Context: an optimization exercise on an open-source flow, tuned for small area, a short achievable clock period and few clock cycles per item. The choices shown serve that exercise and are no tape-out recipe.
For this run, only the layout was checked, not whether the RTL still works.

==> flow/design.v <==
`timescale 1ns / 1ps
package isqf_pkg;
  localparam int unsigned RADICAND_W  = 31;
  localparam int unsigned INT_ROOT_W  = 16;
  localparam int unsigned SCALED_W    = 33;
  localparam int unsigned INT_RAD_W   = 2 * INT_ROOT_W;
  localparam int unsigned SCALE_MAX_W = 34;
  localparam int unsigned SPLIT_W     = 17;
  localparam int unsigned PROD_W      = RADICAND_W + SPLIT_W;
  function automatic logic [63:0] pow10(input integer e);
    logic [63:0] r;
    integer      i;
    r = 64'd1;
    for (i = 0; i < e; i = i + 1) begin
      r = r * 64'd10;
    end
    pow10 = r;
  endfunction
endpackage
`timescale 1ns / 1ps
import isqf_pkg::*;
module integer_square_root_with_fraction #(
  parameter int unsigned FRAC_DIGITS = 5
) (
  input  logic                              clk_i,
  input  logic                              rst_ni,
  input  logic                              in_valid_i,
  output logic                              in_ready_o,
  input  logic [isqf_pkg::RADICAND_W-1:0]   in_radicand_i,
  output logic                              out_valid_o,
  input  logic                              out_ready_i,
  output logic [isqf_pkg::INT_ROOT_W-1:0]   out_int_root_o,
  output logic [isqf_pkg::SCALED_W-1:0]     out_scaled_root_o
);
  logic sk_v, va, vm;
  logic [14:0] vs;
  logic adv;
  logic [30:0] sk_d, n_a;
  logic [54:0] m_q;
  logic in_fire;
  assign adv        = ~vs[14] | out_ready_i;
  assign in_ready_o = ~sk_v;
  assign in_fire    = in_valid_i & ~sk_v;
  always_ff @(posedge clk_i or negedge rst_ni) begin
    if (!rst_ni) begin
      sk_v <= 1'b0;
      va   <= 1'b0;
      vm   <= 1'b0;
      vs   <= '0;
    end else if (adv) begin
      sk_v <= 1'b0;
      va   <= sk_v | in_fire;
      vm   <= va;
      vs   <= {vs[13:0], vm};
    end else begin
      sk_v <= sk_v | in_fire;
    end
  end
  logic [55:0] m_t [8];
  logic [55:0] m_s [7];
  logic [55:0] m_c [7];
  logic [55:0] m_d;
  assign m_t[0] = 56'(n_a) << 23;
  assign m_t[1] = 56'(n_a) << 20;
  assign m_t[2] = 56'(n_a) << 18;
  assign m_t[3] = 56'(n_a) << 16;
  assign m_t[4] = 56'(n_a) << 10;
  assign m_t[5] = ~(56'(n_a) << 8);
  assign m_t[6] = ~(56'(n_a) << 3);
  assign m_t[7] = 56'(n_a);
  assign m_s[0] = m_t[0] ^ m_t[1] ^ m_t[2];
  assign m_c[0] = ((m_t[0] & m_t[1]) | (m_t[0] & m_t[2]) | (m_t[1] & m_t[2])) << 1;
  assign m_s[1] = m_t[3] ^ m_t[4] ^ m_t[5];
  assign m_c[1] = ((m_t[3] & m_t[4]) | (m_t[3] & m_t[5]) | (m_t[4] & m_t[5])) << 1;
  assign m_s[2] = m_t[6] ^ m_t[7] ^ 56'd2;
  assign m_c[2] = ((m_t[6] & m_t[7]) | (m_t[6] & 56'd2) | (m_t[7] & 56'd2)) << 1;
  assign m_s[3] = m_s[0] ^ m_c[0] ^ m_s[1];
  assign m_c[3] = ((m_s[0] & m_c[0]) | (m_s[0] & m_s[1]) | (m_c[0] & m_s[1])) << 1;
  assign m_s[4] = m_c[1] ^ m_s[2] ^ m_c[2];
  assign m_c[4] = ((m_c[1] & m_s[2]) | (m_c[1] & m_c[2]) | (m_s[2] & m_c[2])) << 1;
  assign m_s[5] = m_s[3] ^ m_c[3] ^ m_s[4];
  assign m_c[5] = ((m_s[3] & m_c[3]) | (m_s[3] & m_s[4]) | (m_c[3] & m_s[4])) << 1;
  assign m_s[6] = m_s[5] ^ m_c[5] ^ m_c[4];
  assign m_c[6] = ((m_s[5] & m_c[5]) | (m_s[5] & m_c[4]) | (m_c[5] & m_c[4])) << 1;
  assign m_d = m_s[6] + m_c[6];
  always_ff @(posedge clk_i) begin
    if (!adv && !sk_v) sk_d <= in_radicand_i;
    if (adv) begin
      n_a <= sk_v ? sk_d : in_radicand_i;
      m_q <= m_d[54:0];
    end
  end
  logic [1:0] s0_t0_r; logic s0_t0_g;
  assign s0_t0_g = |{1'b0, m_q[54]};
  assign s0_t0_r = {1'b0, m_q[54]} - 2'(s0_t0_g);
  logic [3:0] s0_t1_c, s0_t1_tr, s0_t1_d; logic s0_t1_g; logic [2:0] s0_t1_r; logic [1:0] s0_t1_q;
  assign s0_t1_c  = {s0_t0_r, m_q[53:52]};
  assign s0_t1_tr = 4'({s0_t0_g, 2'b01});
  assign s0_t1_d  = s0_t1_c - s0_t1_tr;
  assign s0_t1_g  = ~s0_t1_d[3];
  assign s0_t1_r  = s0_t1_g ? s0_t1_d[2:0] : s0_t1_c[2:0];
  assign s0_t1_q  = {s0_t0_g, s0_t1_g};
  logic [4:0] s0_t2_c, s0_t2_tr, s0_t2_d; logic s0_t2_g; logic [3:0] s0_t2_r; logic [2:0] s0_t2_q;
  assign s0_t2_c  = {s0_t1_r, m_q[51:50]};
  assign s0_t2_tr = 5'({s0_t1_q, 2'b01});
  assign s0_t2_d  = s0_t2_c - s0_t2_tr;
  assign s0_t2_g  = ~s0_t2_d[4];
  assign s0_t2_r  = s0_t2_g ? s0_t2_d[3:0] : s0_t2_c[3:0];
  assign s0_t2_q  = {s0_t1_q, s0_t2_g};
  logic [5:0] s0_t3_c, s0_t3_tr, s0_t3_d; logic s0_t3_g; logic [4:0] s0_t3_r; logic [3:0] s0_t3_q;
  assign s0_t3_c  = {s0_t2_r, m_q[49:48]};
  assign s0_t3_tr = 6'({s0_t2_q, 2'b01});
  assign s0_t3_d  = s0_t3_c - s0_t3_tr;
  assign s0_t3_g  = ~s0_t3_d[5];
  assign s0_t3_r  = s0_t3_g ? s0_t3_d[4:0] : s0_t3_c[4:0];
  assign s0_t3_q  = {s0_t2_q, s0_t3_g};
  logic [3:0] s0_q;
  logic [4:0] s0_r;
  logic [47:0] s0_rad;
  always_ff @(posedge clk_i) begin
    if (adv) begin
      s0_q <= s0_t3_q;
      s0_r <= s0_t3_r;
      s0_rad <= m_q[47:0];
    end
  end
  logic [6:0] s1_t0_c, s1_t0_tr, s1_t0_d; logic s1_t0_g; logic [5:0] s1_t0_r; logic [4:0] s1_t0_q;
  assign s1_t0_c  = {s0_r, s0_rad[47:46]};
  assign s1_t0_tr = 7'({s0_q, 2'b01});
  assign s1_t0_d  = s1_t0_c - s1_t0_tr;
  assign s1_t0_g  = ~s1_t0_d[6];
  assign s1_t0_r  = s1_t0_g ? s1_t0_d[5:0] : s1_t0_c[5:0];
  assign s1_t0_q  = {s0_q, s1_t0_g};
  logic [7:0] s1_t1_c, s1_t1_tr, s1_t1_d; logic s1_t1_g; logic [6:0] s1_t1_r; logic [5:0] s1_t1_q;
  assign s1_t1_c  = {s1_t0_r, s0_rad[45:44]};
  assign s1_t1_tr = 8'({s1_t0_q, 2'b01});
  assign s1_t1_d  = s1_t1_c - s1_t1_tr;
  assign s1_t1_g  = ~s1_t1_d[7];
  assign s1_t1_r  = s1_t1_g ? s1_t1_d[6:0] : s1_t1_c[6:0];
  assign s1_t1_q  = {s1_t0_q, s1_t1_g};
  logic [8:0] s1_t2_c, s1_t2_tr, s1_t2_d; logic s1_t2_g; logic [7:0] s1_t2_r; logic [6:0] s1_t2_q;
  assign s1_t2_c  = {s1_t1_r, s0_rad[43:42]};
  assign s1_t2_tr = 9'({s1_t1_q, 2'b01});
  assign s1_t2_d  = s1_t2_c - s1_t2_tr;
  assign s1_t2_g  = ~s1_t2_d[8];
  assign s1_t2_r  = s1_t2_g ? s1_t2_d[7:0] : s1_t2_c[7:0];
  assign s1_t2_q  = {s1_t1_q, s1_t2_g};
  logic [6:0] s1_q;
  logic [7:0] s1_r;
  logic [41:0] s1_rad;
  always_ff @(posedge clk_i) begin
    if (adv) begin
      s1_q <= s1_t2_q;
      s1_r <= s1_t2_r;
      s1_rad <= s0_rad[41:0];
    end
  end
  logic [9:0] s2_t0_c, s2_t0_tr, s2_t0_d; logic s2_t0_g; logic [8:0] s2_t0_r; logic [7:0] s2_t0_q;
  assign s2_t0_c  = {s1_r, s1_rad[41:40]};
  assign s2_t0_tr = 10'({s1_q, 2'b01});
  assign s2_t0_d  = s2_t0_c - s2_t0_tr;
  assign s2_t0_g  = ~s2_t0_d[9];
  assign s2_t0_r  = s2_t0_g ? s2_t0_d[8:0] : s2_t0_c[8:0];
  assign s2_t0_q  = {s1_q, s2_t0_g};
  logic [10:0] s2_t1_c, s2_t1_tr, s2_t1_d; logic s2_t1_g; logic [9:0] s2_t1_r; logic [8:0] s2_t1_q;
  assign s2_t1_c  = {s2_t0_r, s1_rad[39:38]};
  assign s2_t1_tr = 11'({s2_t0_q, 2'b01});
  assign s2_t1_d  = s2_t1_c - s2_t1_tr;
  assign s2_t1_g  = ~s2_t1_d[10];
  assign s2_t1_r  = s2_t1_g ? s2_t1_d[9:0] : s2_t1_c[9:0];
  assign s2_t1_q  = {s2_t0_q, s2_t1_g};
  logic [11:0] s2_t2_c, s2_t2_tr, s2_t2_d; logic s2_t2_g; logic [10:0] s2_t2_r; logic [9:0] s2_t2_q;
  assign s2_t2_c  = {s2_t1_r, s1_rad[37:36]};
  assign s2_t2_tr = 12'({s2_t1_q, 2'b01});
  assign s2_t2_d  = s2_t2_c - s2_t2_tr;
  assign s2_t2_g  = ~s2_t2_d[11];
  assign s2_t2_r  = s2_t2_g ? s2_t2_d[10:0] : s2_t2_c[10:0];
  assign s2_t2_q  = {s2_t1_q, s2_t2_g};
  logic [9:0] s2_q;
  logic [10:0] s2_r;
  logic [35:0] s2_rad;
  always_ff @(posedge clk_i) begin
    if (adv) begin
      s2_q <= s2_t2_q;
      s2_r <= s2_t2_r;
      s2_rad <= s1_rad[35:0];
    end
  end
  logic [12:0] s3_t0_c, s3_t0_tr, s3_t0_d; logic s3_t0_g; logic [11:0] s3_t0_r; logic [10:0] s3_t0_q;
  assign s3_t0_c  = {s2_r, s2_rad[35:34]};
  assign s3_t0_tr = 13'({s2_q, 2'b01});
  assign s3_t0_d  = s3_t0_c - s3_t0_tr;
  assign s3_t0_g  = ~s3_t0_d[12];
  assign s3_t0_r  = s3_t0_g ? s3_t0_d[11:0] : s3_t0_c[11:0];
  assign s3_t0_q  = {s2_q, s3_t0_g};
  logic [13:0] s3_t1_c, s3_t1_tr, s3_t1_d; logic s3_t1_g; logic [12:0] s3_t1_r; logic [11:0] s3_t1_q;
  assign s3_t1_c  = {s3_t0_r, s2_rad[33:32]};
  assign s3_t1_tr = 14'({s3_t0_q, 2'b01});
  assign s3_t1_d  = s3_t1_c - s3_t1_tr;
  assign s3_t1_g  = ~s3_t1_d[13];
  assign s3_t1_r  = s3_t1_g ? s3_t1_d[12:0] : s3_t1_c[12:0];
  assign s3_t1_q  = {s3_t0_q, s3_t1_g};
  logic [11:0] s3_q;
  logic [12:0] s3_r;
  logic [31:0] s3_rad;
  always_ff @(posedge clk_i) begin
    if (adv) begin
      s3_q <= s3_t1_q;
      s3_r <= s3_t1_r;
      s3_rad <= s2_rad[31:0];
    end
  end
  logic [14:0] s4_t0_c, s4_t0_tr, s4_t0_d; logic s4_t0_g; logic [13:0] s4_t0_r; logic [12:0] s4_t0_q;
  assign s4_t0_c  = {s3_r, s3_rad[31:30]};
  assign s4_t0_tr = 15'({s3_q, 2'b01});
  assign s4_t0_d  = s4_t0_c - s4_t0_tr;
  assign s4_t0_g  = ~s4_t0_d[14];
  assign s4_t0_r  = s4_t0_g ? s4_t0_d[13:0] : s4_t0_c[13:0];
  assign s4_t0_q  = {s3_q, s4_t0_g};
  logic [15:0] s4_t1_c, s4_t1_tr, s4_t1_d; logic s4_t1_g; logic [14:0] s4_t1_r; logic [13:0] s4_t1_q;
  assign s4_t1_c  = {s4_t0_r, s3_rad[29:28]};
  assign s4_t1_tr = 16'({s4_t0_q, 2'b01});
  assign s4_t1_d  = s4_t1_c - s4_t1_tr;
  assign s4_t1_g  = ~s4_t1_d[15];
  assign s4_t1_r  = s4_t1_g ? s4_t1_d[14:0] : s4_t1_c[14:0];
  assign s4_t1_q  = {s4_t0_q, s4_t1_g};
  logic [13:0] s4_q;
  logic [14:0] s4_r;
  logic [27:0] s4_rad;
  always_ff @(posedge clk_i) begin
    if (adv) begin
      s4_q <= s4_t1_q;
      s4_r <= s4_t1_r;
      s4_rad <= s3_rad[27:0];
    end
  end
  logic [16:0] s5_t0_c, s5_t0_tr, s5_t0_d; logic s5_t0_g; logic [15:0] s5_t0_r; logic [14:0] s5_t0_q;
  assign s5_t0_c  = {s4_r, s4_rad[27:26]};
  assign s5_t0_tr = 17'({s4_q, 2'b01});
  assign s5_t0_d  = s5_t0_c - s5_t0_tr;
  assign s5_t0_g  = ~s5_t0_d[16];
  assign s5_t0_r  = s5_t0_g ? s5_t0_d[15:0] : s5_t0_c[15:0];
  assign s5_t0_q  = {s4_q, s5_t0_g};
  logic [17:0] s5_t1_c, s5_t1_tr, s5_t1_d; logic s5_t1_g; logic [16:0] s5_t1_r; logic [15:0] s5_t1_q;
  assign s5_t1_c  = {s5_t0_r, s4_rad[25:24]};
  assign s5_t1_tr = 18'({s5_t0_q, 2'b01});
  assign s5_t1_d  = s5_t1_c - s5_t1_tr;
  assign s5_t1_g  = ~s5_t1_d[17];
  assign s5_t1_r  = s5_t1_g ? s5_t1_d[16:0] : s5_t1_c[16:0];
  assign s5_t1_q  = {s5_t0_q, s5_t1_g};
  logic [12:0] s5_v13_x; logic s5_v13_g; logic [11:0] s5_v13_r;
  assign s5_v13_x = s4_q[13:1];
  assign s5_v13_g = (s5_v13_x >= 13'd3125);
  assign s5_v13_r = 12'(s5_v13_g ? (s5_v13_x - 13'd3125) : s5_v13_x);
  logic [12:0] s5_v14_x; logic s5_v14_g; logic [11:0] s5_v14_r; logic [1:0] s5_v14_q;
  assign s5_v14_x = {s5_v13_r, s4_q[0]};
  assign s5_v14_g = (s5_v14_x >= 13'd3125);
  assign s5_v14_r = 12'(s5_v14_g ? (s5_v14_x - 13'd3125) : s5_v14_x);
  assign s5_v14_q = {s5_v13_g, s5_v14_g};
  logic [15:0] s5_q;
  logic [16:0] s5_r;
  logic [23:0] s5_rad;
  logic [11:0] s5_dr; logic [1:0] s5_dq;
  always_ff @(posedge clk_i) begin
    if (adv) begin
      s5_q <= s5_t1_q;
      s5_r <= s5_t1_r;
      s5_rad <= s4_rad[23:0];
      s5_dr <= s5_v14_r;
      s5_dq <= s5_v14_q;
    end
  end
  logic [18:0] s6_t0_c, s6_t0_tr, s6_t0_d; logic s6_t0_g; logic [17:0] s6_t0_r; logic [16:0] s6_t0_q;
  assign s6_t0_c  = {s5_r, s5_rad[23:22]};
  assign s6_t0_tr = 19'({s5_q, 2'b01});
  assign s6_t0_d  = s6_t0_c - s6_t0_tr;
  assign s6_t0_g  = ~s6_t0_d[18];
  assign s6_t0_r  = s6_t0_g ? s6_t0_d[17:0] : s6_t0_c[17:0];
  assign s6_t0_q  = {s5_q, s6_t0_g};
  logic [19:0] s6_t1_c, s6_t1_tr, s6_t1_d; logic s6_t1_g; logic [18:0] s6_t1_r; logic [17:0] s6_t1_q;
  assign s6_t1_c  = {s6_t0_r, s5_rad[21:20]};
  assign s6_t1_tr = 20'({s6_t0_q, 2'b01});
  assign s6_t1_d  = s6_t1_c - s6_t1_tr;
  assign s6_t1_g  = ~s6_t1_d[19];
  assign s6_t1_r  = s6_t1_g ? s6_t1_d[18:0] : s6_t1_c[18:0];
  assign s6_t1_q  = {s6_t0_q, s6_t1_g};
  logic [12:0] s6_v15_x; logic s6_v15_g; logic [11:0] s6_v15_r; logic [2:0] s6_v15_q;
  assign s6_v15_x = {s5_dr, s5_q[1]};
  assign s6_v15_g = (s6_v15_x >= 13'd3125);
  assign s6_v15_r = 12'(s6_v15_g ? (s6_v15_x - 13'd3125) : s6_v15_x);
  assign s6_v15_q = {s5_dq, s6_v15_g};
  logic [12:0] s6_v16_x; logic s6_v16_g; logic [11:0] s6_v16_r; logic [3:0] s6_v16_q;
  assign s6_v16_x = {s6_v15_r, s5_q[0]};
  assign s6_v16_g = (s6_v16_x >= 13'd3125);
  assign s6_v16_r = 12'(s6_v16_g ? (s6_v16_x - 13'd3125) : s6_v16_x);
  assign s6_v16_q = {s6_v15_q, s6_v16_g};
  logic [17:0] s6_q;
  logic [18:0] s6_r;
  logic [19:0] s6_rad;
  logic [11:0] s6_dr; logic [3:0] s6_dq;
  always_ff @(posedge clk_i) begin
    if (adv) begin
      s6_q <= s6_t1_q;
      s6_r <= s6_t1_r;
      s6_rad <= s5_rad[19:0];
      s6_dr <= s6_v16_r;
      s6_dq <= s6_v16_q;
    end
  end
  logic [20:0] s7_t0_c, s7_t0_tr, s7_t0_d; logic s7_t0_g; logic [19:0] s7_t0_r; logic [18:0] s7_t0_q;
  assign s7_t0_c  = {s6_r, s6_rad[19:18]};
  assign s7_t0_tr = 21'({s6_q, 2'b01});
  assign s7_t0_d  = s7_t0_c - s7_t0_tr;
  assign s7_t0_g  = ~s7_t0_d[20];
  assign s7_t0_r  = s7_t0_g ? s7_t0_d[19:0] : s7_t0_c[19:0];
  assign s7_t0_q  = {s6_q, s7_t0_g};
  logic [21:0] s7_t1_c, s7_t1_tr, s7_t1_d; logic s7_t1_g; logic [20:0] s7_t1_r; logic [19:0] s7_t1_q;
  assign s7_t1_c  = {s7_t0_r, s6_rad[17:16]};
  assign s7_t1_tr = 22'({s7_t0_q, 2'b01});
  assign s7_t1_d  = s7_t1_c - s7_t1_tr;
  assign s7_t1_g  = ~s7_t1_d[21];
  assign s7_t1_r  = s7_t1_g ? s7_t1_d[20:0] : s7_t1_c[20:0];
  assign s7_t1_q  = {s7_t0_q, s7_t1_g};
  logic [12:0] s7_v17_x; logic s7_v17_g; logic [11:0] s7_v17_r; logic [4:0] s7_v17_q;
  assign s7_v17_x = {s6_dr, s6_q[1]};
  assign s7_v17_g = (s7_v17_x >= 13'd3125);
  assign s7_v17_r = 12'(s7_v17_g ? (s7_v17_x - 13'd3125) : s7_v17_x);
  assign s7_v17_q = {s6_dq, s7_v17_g};
  logic [12:0] s7_v18_x; logic s7_v18_g; logic [11:0] s7_v18_r; logic [5:0] s7_v18_q;
  assign s7_v18_x = {s7_v17_r, s6_q[0]};
  assign s7_v18_g = (s7_v18_x >= 13'd3125);
  assign s7_v18_r = 12'(s7_v18_g ? (s7_v18_x - 13'd3125) : s7_v18_x);
  assign s7_v18_q = {s7_v17_q, s7_v18_g};
  logic [19:0] s7_q;
  logic [20:0] s7_r;
  logic [15:0] s7_rad;
  logic [11:0] s7_dr; logic [5:0] s7_dq;
  always_ff @(posedge clk_i) begin
    if (adv) begin
      s7_q <= s7_t1_q;
      s7_r <= s7_t1_r;
      s7_rad <= s6_rad[15:0];
      s7_dr <= s7_v18_r;
      s7_dq <= s7_v18_q;
    end
  end
  logic [22:0] s8_t0_c, s8_t0_tr, s8_t0_d; logic s8_t0_g; logic [21:0] s8_t0_r; logic [20:0] s8_t0_q;
  assign s8_t0_c  = {s7_r, s7_rad[15:14]};
  assign s8_t0_tr = 23'({s7_q, 2'b01});
  assign s8_t0_d  = s8_t0_c - s8_t0_tr;
  assign s8_t0_g  = ~s8_t0_d[22];
  assign s8_t0_r  = s8_t0_g ? s8_t0_d[21:0] : s8_t0_c[21:0];
  assign s8_t0_q  = {s7_q, s8_t0_g};
  logic [23:0] s8_t1_c, s8_t1_tr, s8_t1_d; logic s8_t1_g; logic [22:0] s8_t1_r; logic [21:0] s8_t1_q;
  assign s8_t1_c  = {s8_t0_r, s7_rad[13:12]};
  assign s8_t1_tr = 24'({s8_t0_q, 2'b01});
  assign s8_t1_d  = s8_t1_c - s8_t1_tr;
  assign s8_t1_g  = ~s8_t1_d[23];
  assign s8_t1_r  = s8_t1_g ? s8_t1_d[22:0] : s8_t1_c[22:0];
  assign s8_t1_q  = {s8_t0_q, s8_t1_g};
  logic [12:0] s8_v19_x; logic s8_v19_g; logic [11:0] s8_v19_r; logic [6:0] s8_v19_q;
  assign s8_v19_x = {s7_dr, s7_q[1]};
  assign s8_v19_g = (s8_v19_x >= 13'd3125);
  assign s8_v19_r = 12'(s8_v19_g ? (s8_v19_x - 13'd3125) : s8_v19_x);
  assign s8_v19_q = {s7_dq, s8_v19_g};
  logic [12:0] s8_v20_x; logic s8_v20_g; logic [11:0] s8_v20_r; logic [7:0] s8_v20_q;
  assign s8_v20_x = {s8_v19_r, s7_q[0]};
  assign s8_v20_g = (s8_v20_x >= 13'd3125);
  assign s8_v20_r = 12'(s8_v20_g ? (s8_v20_x - 13'd3125) : s8_v20_x);
  assign s8_v20_q = {s8_v19_q, s8_v20_g};
  logic [21:0] s8_q;
  logic [22:0] s8_r;
  logic [11:0] s8_rad;
  logic [11:0] s8_dr; logic [7:0] s8_dq;
  always_ff @(posedge clk_i) begin
    if (adv) begin
      s8_q <= s8_t1_q;
      s8_r <= s8_t1_r;
      s8_rad <= s7_rad[11:0];
      s8_dr <= s8_v20_r;
      s8_dq <= s8_v20_q;
    end
  end
  logic [24:0] s9_t0_c, s9_t0_tr, s9_t0_d; logic s9_t0_g; logic [23:0] s9_t0_r; logic [22:0] s9_t0_q;
  assign s9_t0_c  = {s8_r, s8_rad[11:10]};
  assign s9_t0_tr = 25'({s8_q, 2'b01});
  assign s9_t0_d  = s9_t0_c - s9_t0_tr;
  assign s9_t0_g  = ~s9_t0_d[24];
  assign s9_t0_r  = s9_t0_g ? s9_t0_d[23:0] : s9_t0_c[23:0];
  assign s9_t0_q  = {s8_q, s9_t0_g};
  logic [25:0] s9_t1_c, s9_t1_tr, s9_t1_d; logic s9_t1_g; logic [24:0] s9_t1_r; logic [23:0] s9_t1_q;
  assign s9_t1_c  = {s9_t0_r, s8_rad[9:8]};
  assign s9_t1_tr = 26'({s9_t0_q, 2'b01});
  assign s9_t1_d  = s9_t1_c - s9_t1_tr;
  assign s9_t1_g  = ~s9_t1_d[25];
  assign s9_t1_r  = s9_t1_g ? s9_t1_d[24:0] : s9_t1_c[24:0];
  assign s9_t1_q  = {s9_t0_q, s9_t1_g};
  logic [12:0] s9_v21_x; logic s9_v21_g; logic [11:0] s9_v21_r; logic [8:0] s9_v21_q;
  assign s9_v21_x = {s8_dr, s8_q[1]};
  assign s9_v21_g = (s9_v21_x >= 13'd3125);
  assign s9_v21_r = 12'(s9_v21_g ? (s9_v21_x - 13'd3125) : s9_v21_x);
  assign s9_v21_q = {s8_dq, s9_v21_g};
  logic [12:0] s9_v22_x; logic s9_v22_g; logic [11:0] s9_v22_r; logic [9:0] s9_v22_q;
  assign s9_v22_x = {s9_v21_r, s8_q[0]};
  assign s9_v22_g = (s9_v22_x >= 13'd3125);
  assign s9_v22_r = 12'(s9_v22_g ? (s9_v22_x - 13'd3125) : s9_v22_x);
  assign s9_v22_q = {s9_v21_q, s9_v22_g};
  logic [23:0] s9_q;
  logic [24:0] s9_r;
  logic [7:0] s9_rad;
  logic [11:0] s9_dr; logic [9:0] s9_dq;
  always_ff @(posedge clk_i) begin
    if (adv) begin
      s9_q <= s9_t1_q;
      s9_r <= s9_t1_r;
      s9_rad <= s8_rad[7:0];
      s9_dr <= s9_v22_r;
      s9_dq <= s9_v22_q;
    end
  end
  logic [26:0] s10_t0_c, s10_t0_tr, s10_t0_d; logic s10_t0_g; logic [25:0] s10_t0_r; logic [24:0] s10_t0_q;
  assign s10_t0_c  = {s9_r, s9_rad[7:6]};
  assign s10_t0_tr = 27'({s9_q, 2'b01});
  assign s10_t0_d  = s10_t0_c - s10_t0_tr;
  assign s10_t0_g  = ~s10_t0_d[26];
  assign s10_t0_r  = s10_t0_g ? s10_t0_d[25:0] : s10_t0_c[25:0];
  assign s10_t0_q  = {s9_q, s10_t0_g};
  logic [27:0] s10_t1_c, s10_t1_tr, s10_t1_d; logic s10_t1_g; logic [26:0] s10_t1_r; logic [25:0] s10_t1_q;
  assign s10_t1_c  = {s10_t0_r, s9_rad[5:4]};
  assign s10_t1_tr = 28'({s10_t0_q, 2'b01});
  assign s10_t1_d  = s10_t1_c - s10_t1_tr;
  assign s10_t1_g  = ~s10_t1_d[27];
  assign s10_t1_r  = s10_t1_g ? s10_t1_d[26:0] : s10_t1_c[26:0];
  assign s10_t1_q  = {s10_t0_q, s10_t1_g};
  logic [12:0] s10_v23_x; logic s10_v23_g; logic [11:0] s10_v23_r; logic [10:0] s10_v23_q;
  assign s10_v23_x = {s9_dr, s9_q[1]};
  assign s10_v23_g = (s10_v23_x >= 13'd3125);
  assign s10_v23_r = 12'(s10_v23_g ? (s10_v23_x - 13'd3125) : s10_v23_x);
  assign s10_v23_q = {s9_dq, s10_v23_g};
  logic [12:0] s10_v24_x; logic s10_v24_g; logic [11:0] s10_v24_r; logic [11:0] s10_v24_q;
  assign s10_v24_x = {s10_v23_r, s9_q[0]};
  assign s10_v24_g = (s10_v24_x >= 13'd3125);
  assign s10_v24_r = 12'(s10_v24_g ? (s10_v24_x - 13'd3125) : s10_v24_x);
  assign s10_v24_q = {s10_v23_q, s10_v24_g};
  logic [25:0] s10_q;
  logic [26:0] s10_r;
  logic [3:0] s10_rad;
  logic [11:0] s10_dr; logic [11:0] s10_dq;
  always_ff @(posedge clk_i) begin
    if (adv) begin
      s10_q <= s10_t1_q;
      s10_r <= s10_t1_r;
      s10_rad <= s9_rad[3:0];
      s10_dr <= s10_v24_r;
      s10_dq <= s10_v24_q;
    end
  end
  logic [28:0] s11_t0_c, s11_t0_tr, s11_t0_d; logic s11_t0_g; logic [27:0] s11_t0_r; logic [26:0] s11_t0_q;
  assign s11_t0_c  = {s10_r, s10_rad[3:2]};
  assign s11_t0_tr = 29'({s10_q, 2'b01});
  assign s11_t0_d  = s11_t0_c - s11_t0_tr;
  assign s11_t0_g  = ~s11_t0_d[28];
  assign s11_t0_r  = s11_t0_g ? s11_t0_d[27:0] : s11_t0_c[27:0];
  assign s11_t0_q  = {s10_q, s11_t0_g};
  logic [29:0] s11_t1_c, s11_t1_tr, s11_t1_d; logic s11_t1_g; logic [28:0] s11_t1_r; logic [27:0] s11_t1_q;
  assign s11_t1_c  = {s11_t0_r, s10_rad[1:0]};
  assign s11_t1_tr = 30'({s11_t0_q, 2'b01});
  assign s11_t1_d  = s11_t1_c - s11_t1_tr;
  assign s11_t1_g  = ~s11_t1_d[29];
  assign s11_t1_r  = s11_t1_g ? s11_t1_d[28:0] : s11_t1_c[28:0];
  assign s11_t1_q  = {s11_t0_q, s11_t1_g};
  logic [12:0] s11_v25_x; logic s11_v25_g; logic [11:0] s11_v25_r; logic [12:0] s11_v25_q;
  assign s11_v25_x = {s10_dr, s10_q[1]};
  assign s11_v25_g = (s11_v25_x >= 13'd3125);
  assign s11_v25_r = 12'(s11_v25_g ? (s11_v25_x - 13'd3125) : s11_v25_x);
  assign s11_v25_q = {s10_dq, s11_v25_g};
  logic [12:0] s11_v26_x; logic s11_v26_g; logic [11:0] s11_v26_r; logic [13:0] s11_v26_q;
  assign s11_v26_x = {s11_v25_r, s10_q[0]};
  assign s11_v26_g = (s11_v26_x >= 13'd3125);
  assign s11_v26_r = 12'(s11_v26_g ? (s11_v26_x - 13'd3125) : s11_v26_x);
  assign s11_v26_q = {s11_v25_q, s11_v26_g};
  logic [27:0] s11_q;
  logic [28:0] s11_r;
  logic [11:0] s11_dr; logic [13:0] s11_dq;
  always_ff @(posedge clk_i) begin
    if (adv) begin
      s11_q <= s11_t1_q;
      s11_r <= s11_t1_r;
      s11_dr <= s11_v26_r;
      s11_dq <= s11_v26_q;
    end
  end
  logic [30:0] s12_t0_c, s12_t0_tr, s12_t0_d; logic s12_t0_g; logic [29:0] s12_t0_r; logic [28:0] s12_t0_q;
  assign s12_t0_c  = {s11_r, 2'b00};
  assign s12_t0_tr = 31'({s11_q, 2'b01});
  assign s12_t0_d  = s12_t0_c - s12_t0_tr;
  assign s12_t0_g  = ~s12_t0_d[30];
  assign s12_t0_r  = s12_t0_g ? s12_t0_d[29:0] : s12_t0_c[29:0];
  assign s12_t0_q  = {s11_q, s12_t0_g};
  logic [31:0] s12_t1_c, s12_t1_tr, s12_t1_d; logic s12_t1_g; logic [30:0] s12_t1_r; logic [29:0] s12_t1_q;
  assign s12_t1_c  = {s12_t0_r, 2'b00};
  assign s12_t1_tr = 32'({s12_t0_q, 2'b01});
  assign s12_t1_d  = s12_t1_c - s12_t1_tr;
  assign s12_t1_g  = ~s12_t1_d[31];
  assign s12_t1_r  = s12_t1_g ? s12_t1_d[30:0] : s12_t1_c[30:0];
  assign s12_t1_q  = {s12_t0_q, s12_t1_g};
  logic [12:0] s12_v27_x; logic s12_v27_g; logic [11:0] s12_v27_r; logic [14:0] s12_v27_q;
  assign s12_v27_x = {s11_dr, s11_q[1]};
  assign s12_v27_g = (s12_v27_x >= 13'd3125);
  assign s12_v27_r = 12'(s12_v27_g ? (s12_v27_x - 13'd3125) : s12_v27_x);
  assign s12_v27_q = {s11_dq, s12_v27_g};
  logic [12:0] s12_v28_x; logic s12_v28_g; logic [11:0] s12_v28_r; logic [15:0] s12_v28_q;
  assign s12_v28_x = {s12_v27_r, s11_q[0]};
  assign s12_v28_g = (s12_v28_x >= 13'd3125);
  assign s12_v28_r = 12'(s12_v28_g ? (s12_v28_x - 13'd3125) : s12_v28_x);
  assign s12_v28_q = {s12_v27_q, s12_v28_g};
  logic [29:0] s12_q;
  logic [30:0] s12_r;
  logic [11:0] s12_dr; logic [15:0] s12_dq;
  always_ff @(posedge clk_i) begin
    if (adv) begin
      s12_q <= s12_t1_q;
      s12_r <= s12_t1_r;
      s12_dr <= s12_v28_r;
      s12_dq <= s12_v28_q;
    end
  end
  logic [32:0] s13_t0_c, s13_t0_tr, s13_t0_d; logic s13_t0_g; logic [31:0] s13_t0_r; logic [30:0] s13_t0_q;
  assign s13_t0_c  = {s12_r, 2'b00};
  assign s13_t0_tr = 33'({s12_q, 2'b01});
  assign s13_t0_d  = s13_t0_c - s13_t0_tr;
  assign s13_t0_g  = ~s13_t0_d[32];
  assign s13_t0_r  = s13_t0_g ? s13_t0_d[31:0] : s13_t0_c[31:0];
  assign s13_t0_q  = {s12_q, s13_t0_g};
  logic [33:0] s13_t1_c, s13_t1_tr, s13_t1_d; logic s13_t1_g; logic [32:0] s13_t1_r; logic [31:0] s13_t1_q;
  assign s13_t1_c  = {s13_t0_r, 2'b00};
  assign s13_t1_tr = 34'({s13_t0_q, 2'b01});
  assign s13_t1_d  = s13_t1_c - s13_t1_tr;
  assign s13_t1_g  = ~s13_t1_d[33];
  assign s13_t1_r  = s13_t1_g ? s13_t1_d[32:0] : s13_t1_c[32:0];
  assign s13_t1_q  = {s13_t0_q, s13_t1_g};
  logic [31:0] s13_q;
  logic [32:0] s13_r;
  logic [11:0] s13_dr; logic [15:0] s13_dq;
  always_ff @(posedge clk_i) begin
    if (adv) begin
      s13_q <= s13_t1_q;
      s13_r <= s13_t1_r;
      s13_dr <= s12_dr;
      s13_dq <= s12_dq;
    end
  end
  logic [34:0] s14_t0_c, s14_t0_tr, s14_t0_d; logic s14_t0_g; logic [33:0] s14_t0_r; logic [32:0] s14_t0_q;
  assign s14_t0_c  = {s13_r, 2'b00};
  assign s14_t0_tr = 35'({s13_q, 2'b01});
  assign s14_t0_d  = s14_t0_c - s14_t0_tr;
  assign s14_t0_g  = ~s14_t0_d[34];
  assign s14_t0_r  = s14_t0_g ? s14_t0_d[33:0] : s14_t0_c[33:0];
  assign s14_t0_q  = {s13_q, s14_t0_g};
  logic [32:0] s14_q;
  logic [11:0] s14_dr; logic [15:0] s14_dq;
  always_ff @(posedge clk_i) begin
    if (adv) begin
      s14_q <= s14_t0_q;
      s14_dq <= s13_dq;
    end
  end
  assign out_valid_o       = vs[14];
  assign out_scaled_root_o = s14_q;
  assign out_int_root_o    = s14_dq;
endmodule
==> flow/run.sh <==
#!/bin/bash
# synth_recipe.tcl (not shown) runs the flow's synth.tcl, then flattens the netlist and writes it again
# the make line also repeats each setting of config.mk as NAME=value (left out here)
make -C /OpenROAD-flow-scripts/flow DESIGN_CONFIG=/design/flow/config.mk WORK_HOME=/design/flow/orfs CLKGATE_MAP_FILE= SYNTH_SCRIPT=/design/flow/synth_recipe.tcl finish
==> flow/config.mk <==
export PLATFORM = sky130hd
export DESIGN_NAME = integer_square_root_with_fraction
export DESIGN_NICKNAME = integer_square_root_with_fraction
export VERILOG_FILES = /design/flow/design.v
export SDC_FILE = /design/flow/constraint.sdc
export NUM_CORES = 4
export LEC_CHECK = 0
export CAP_MARGIN = 20
export CORE_MARGIN = 2
export CORE_UTILIZATION = 40
export SETUP_SLACK_MARGIN = 4
export SLEW_MARGIN = 20
==> flow/constraint.sdc <==
create_clock -name core_clock -period 8.0 [get_ports {clk_i}]
set_input_delay 1.6000 -clock core_clock [delete_from_list [all_inputs] [get_ports {clk_i}]]
set_output_delay 1.6000 -clock core_clock [all_outputs]
set_load 0.01 [all_outputs]
==> notes.md <==
## routing by layer
| layer | track usage | wire length (µm) | vias up |
|---|---|---|---|
| li1 | - | - | 29600 |
| met1 | 0.255 | 91900 | 30200 |
| met2 | 0.377 | 113000 | 1608 |
| met3 | 0.0291 | 10100 | 579 |
| met4 | 0.0923 | 10700 | 2 |
| met5 | 0 | 11 | - |
## what timing repair did
| action | in CTS | in global routing |
|---|---|---|
| setup endpoints to repair | 381 | 367 |
| hold buffers | 0 | 0 |
| buffers inserted | 653 | 235 |
| pin swaps | 518 | 393 |
| cloned | 59 | 2 |
| resized for setup | 1590 | 604 |
## registers in the layout, indices dropped and copies added (netlist names), 21 cells and up
register	cells
m_q	55
s0_rad	48
s1_rad	42
s2_rad	36
s14_q	33
s13_q	32
s13_r	32
s3_rad	32
n_a	31
sk_d	31
s12_q	30
s12_r	30
s11_r	29
s11_q	28
s4_rad	28
s10_r	27
s10_q	26
s9_r	25
s5_rad	24
s9_q	24
s8_r	23
s8_q	22
s7_r	21
## path summary, 6_finish.rpt
kind                       depth (start not counted)  slack (ns)                    from                   to
max                                               37        0.85  s12_r[0]$_SDFFCE_PN0N_  s13_r[23]$_DFFE_PN_
min                                                0        0.40      s7_dq[3]$_DFFE_PN_   s8_dq[5]$_DFFE_PN_
max reg2reg                                       37        0.85  s12_r[0]$_SDFFCE_PN0N_  s13_r[23]$_DFFE_PN_
min reg2reg                                        0        0.40      s7_dq[3]$_DFFE_PN_   s8_dq[5]$_DFFE_PN_
max in group asynchronous                          1        6.24                  rst_ni   vs[11]$_DFFE_PN0N_
min in group asynchronous                          1        1.27                  rst_ni   vs[10]$_DFFE_PN0N_
## cell families (layout without fill, tap and decap cells)
group,Yosys count,in the layout,share of synthesized area
compound gates,1911,1911,0.152
flops,1164,1164,0.439
other cells,0,2,0
mux,213,214,0.0298
fa+ha+maj,887,887,0.156
buf+inv,889,2127,0.0424
simple gates,1796,1796,0.106
xor+xnor,675,681,0.0750
## worst max-delay path, delay by kind of cell (launching register included)
family                   cells  cell delay (ns)
adder cells (fa/ha/maj)      3             0.81
AO/OA/AOI/OAI               17             3.41
AND/OR/NAND/NOR              6             0.74
XOR/XNOR                     2             0.24
flip-flops                   1             0.45
buffers and inverters        9             1.22
## cell type report
cell class	instances	share of cell area
Clock inverter	91	0.00939
Timing Repair inverter	3	0.000304
Sequential cell	1164	0.326
Multi-Input combinational cell	5489	0.467
Tap cell	2640	0.0309
Timing Repair Buffer	1113	0.104
Antenna cell	2	0.0000468
Inverter	753	0.0279
Clock buffer	167	0.0339
## cell usage after synthesis (27+ instances only)
master	instances	area (µm²)
mux2_2	168	1890
a211oi_1	40	300
nand2_1	606	2270
ha_1	712	8910
a22oi_1	30	225
nand4_1	45	282
o211ai_1	38	285
nand3_1	138	691
a21oi_1	581	2910
xor2_1	272	2380
a21o_1	224	1680
fa_1	175	3500
clkbuf_1	109	409
nor2b_1	106	663
o21bai_1	83	623
edfxtp_1	1146	34400
nand2b_1	100	626
and2_1	35	219
inv_1	740	2780
nor3_1	110	551
o221ai_1	27	236
a211o_1	27	236
and3_1	55	344
o31ai_1	64	480
or3_1	33	206
xnor2_1	398	3490
a31oi_1	54	338
o21ai_1	31	155
o21a_1	88	661
nor2_1	454	1700
mux2i_1	41	410
o21ai_0	409	2050
## cell usage in the layout (no fill, tap or decap), types with 105 or more instances in the layout
cell type | netlist | layout
ha_1 | 712 | 487
a21oi_1 | 581 | 414
mux2_2 | 168 | 116
buf_6 | 1 | 180
nor2_1 | 454 | 361
ha_4 | 0 | 198
nand3_1 | 138 | 122
clkbuf_16 | 0 | 144
inv_2 | 9 | 105
a21oi_2 | 2 | 139
edfxtp_1 | 1146 | 1146
inv_1 | 740 | 613
fa_1 | 175 | 163
xnor2_1 | 398 | 356
xor2_1 | 272 | 252
a21o_1 | 224 | 222
buf_4 | 0 | 716
o21ai_0 | 409 | 228
o21ai_2 | 0 | 107
nand2_1 | 606 | 481
==> out/results.ini <==
[sta]
rsz0062_at_grt=yes
worstMarginPinSlew_ns=1.09
hold_viol_final=0
timing.slew.headroom=0.265
skew_ns=0.0593
setup_ws_ns=0.853
holdWs_ns=0.395
drv_slew=0
fmax_mhz=140
fin_crit_sh=0.893
setup_viol=0
layout_min_cycle_time_ns=7.15
tns_ns=0

[flow_run]
cap_violations=0

[cells_and_area]
n_fill_cell=16500
drive_gt1_frac=0.311
final_core_util=0.542
design_area_um2=107000
instances_no_fill=11400
fin_nets=9586
multi_input_area_um2=50000
area_growth_syn_to_layout_pct=34.6
ff_latch_area_um2=34900

[global_route]
grt_pass1_vias=62300
grt_start_max_net_pins=172
overflow=0
grt.total_usage=0.212
antenna_found_initial=4
grt_first_pass_wirelength_um=343000

[place]
preCtsSetupSlack_ns=0.206
place_hpwl_um=151000
place_inst=10200
io_buffers=85
place_area_um2=84100
place_congestion=0.924

[floorplan]
core-area_um2=197000
ios=86
die_h_um=450
num_rows=163
dieArea_um2=202000
start_util=0.403
die-width_um=450

[routing]
drtAntennaViolNets=0
vias=62000
wirelength_um=226000
dr.pass1.iters=7
drtIter0Drc=4339
drc=0
vias_per_cell=5.43
wl_per_cell_um=19.8

[synth]
avgSynthCellArea_um2=10.5
netlist-cell-type-count=94
ys_seq_area_frac=0.439
syn_area_um2=79500
synthArstFlopShare=0.0155
yosys_warnings=4
synth_edf_count=1146
synth_seq_cells=1164
synth_cells=7535
synth_fp_nets=8457
synthFlopType=edfxtp_1

[critical_path]
crit_required_ns=8.55
worstPathArrival_ns=7.70
crit_fanout=8
crit_slowest_cell=edfxtp_1
startpoint_type=flip-flop
cp-end-kind=flip-flop
crit_type=flip-flop to flip-flop
max_stage_delay_ns=0.45

[clock_tree]
tritoncts=done
cts_buffers=140
clock_latency_ns=0.82
clock_path_buffers=3
root_buffer=clkbuf_16
cts-htree-levels=4
cts_sinks=1164
clkTransAtPathRegs_ns=0.07

[worst_hold_path]
hp-class=flip-flop to flip-flop

[outcome]
outcome=no timing/DRC/antenna violations

## separate check: timing with driven ports
No port has a modelled driver above. Below, the same layout with a new extraction and two added sets of constraints.
Step 1 assumes that a clkbuf_16 drives the clock port and a buf_2 every other input.
Step 2 moves the port delays by t, midway between the first and last clock arrival at a register: inputs arrive t later, outputs are due t later. That takes back most of the time a late clock gives input paths.
Slacks: ideal ports / drivers / drivers and shift; pairs: ideal ports / drivers.
t (ns): 0.870
setup WS [ns]: 0.853 / 0.853 / 0.853
hold slack, ns: 0.395 / 0.395 / 0.395
pins driven straight from the clock port: 1
After both steps setup and hold are still met in this run. For this run, drivers alone change the setup slack by 0.000 ns; drivers and shift together by 0.000 ns.
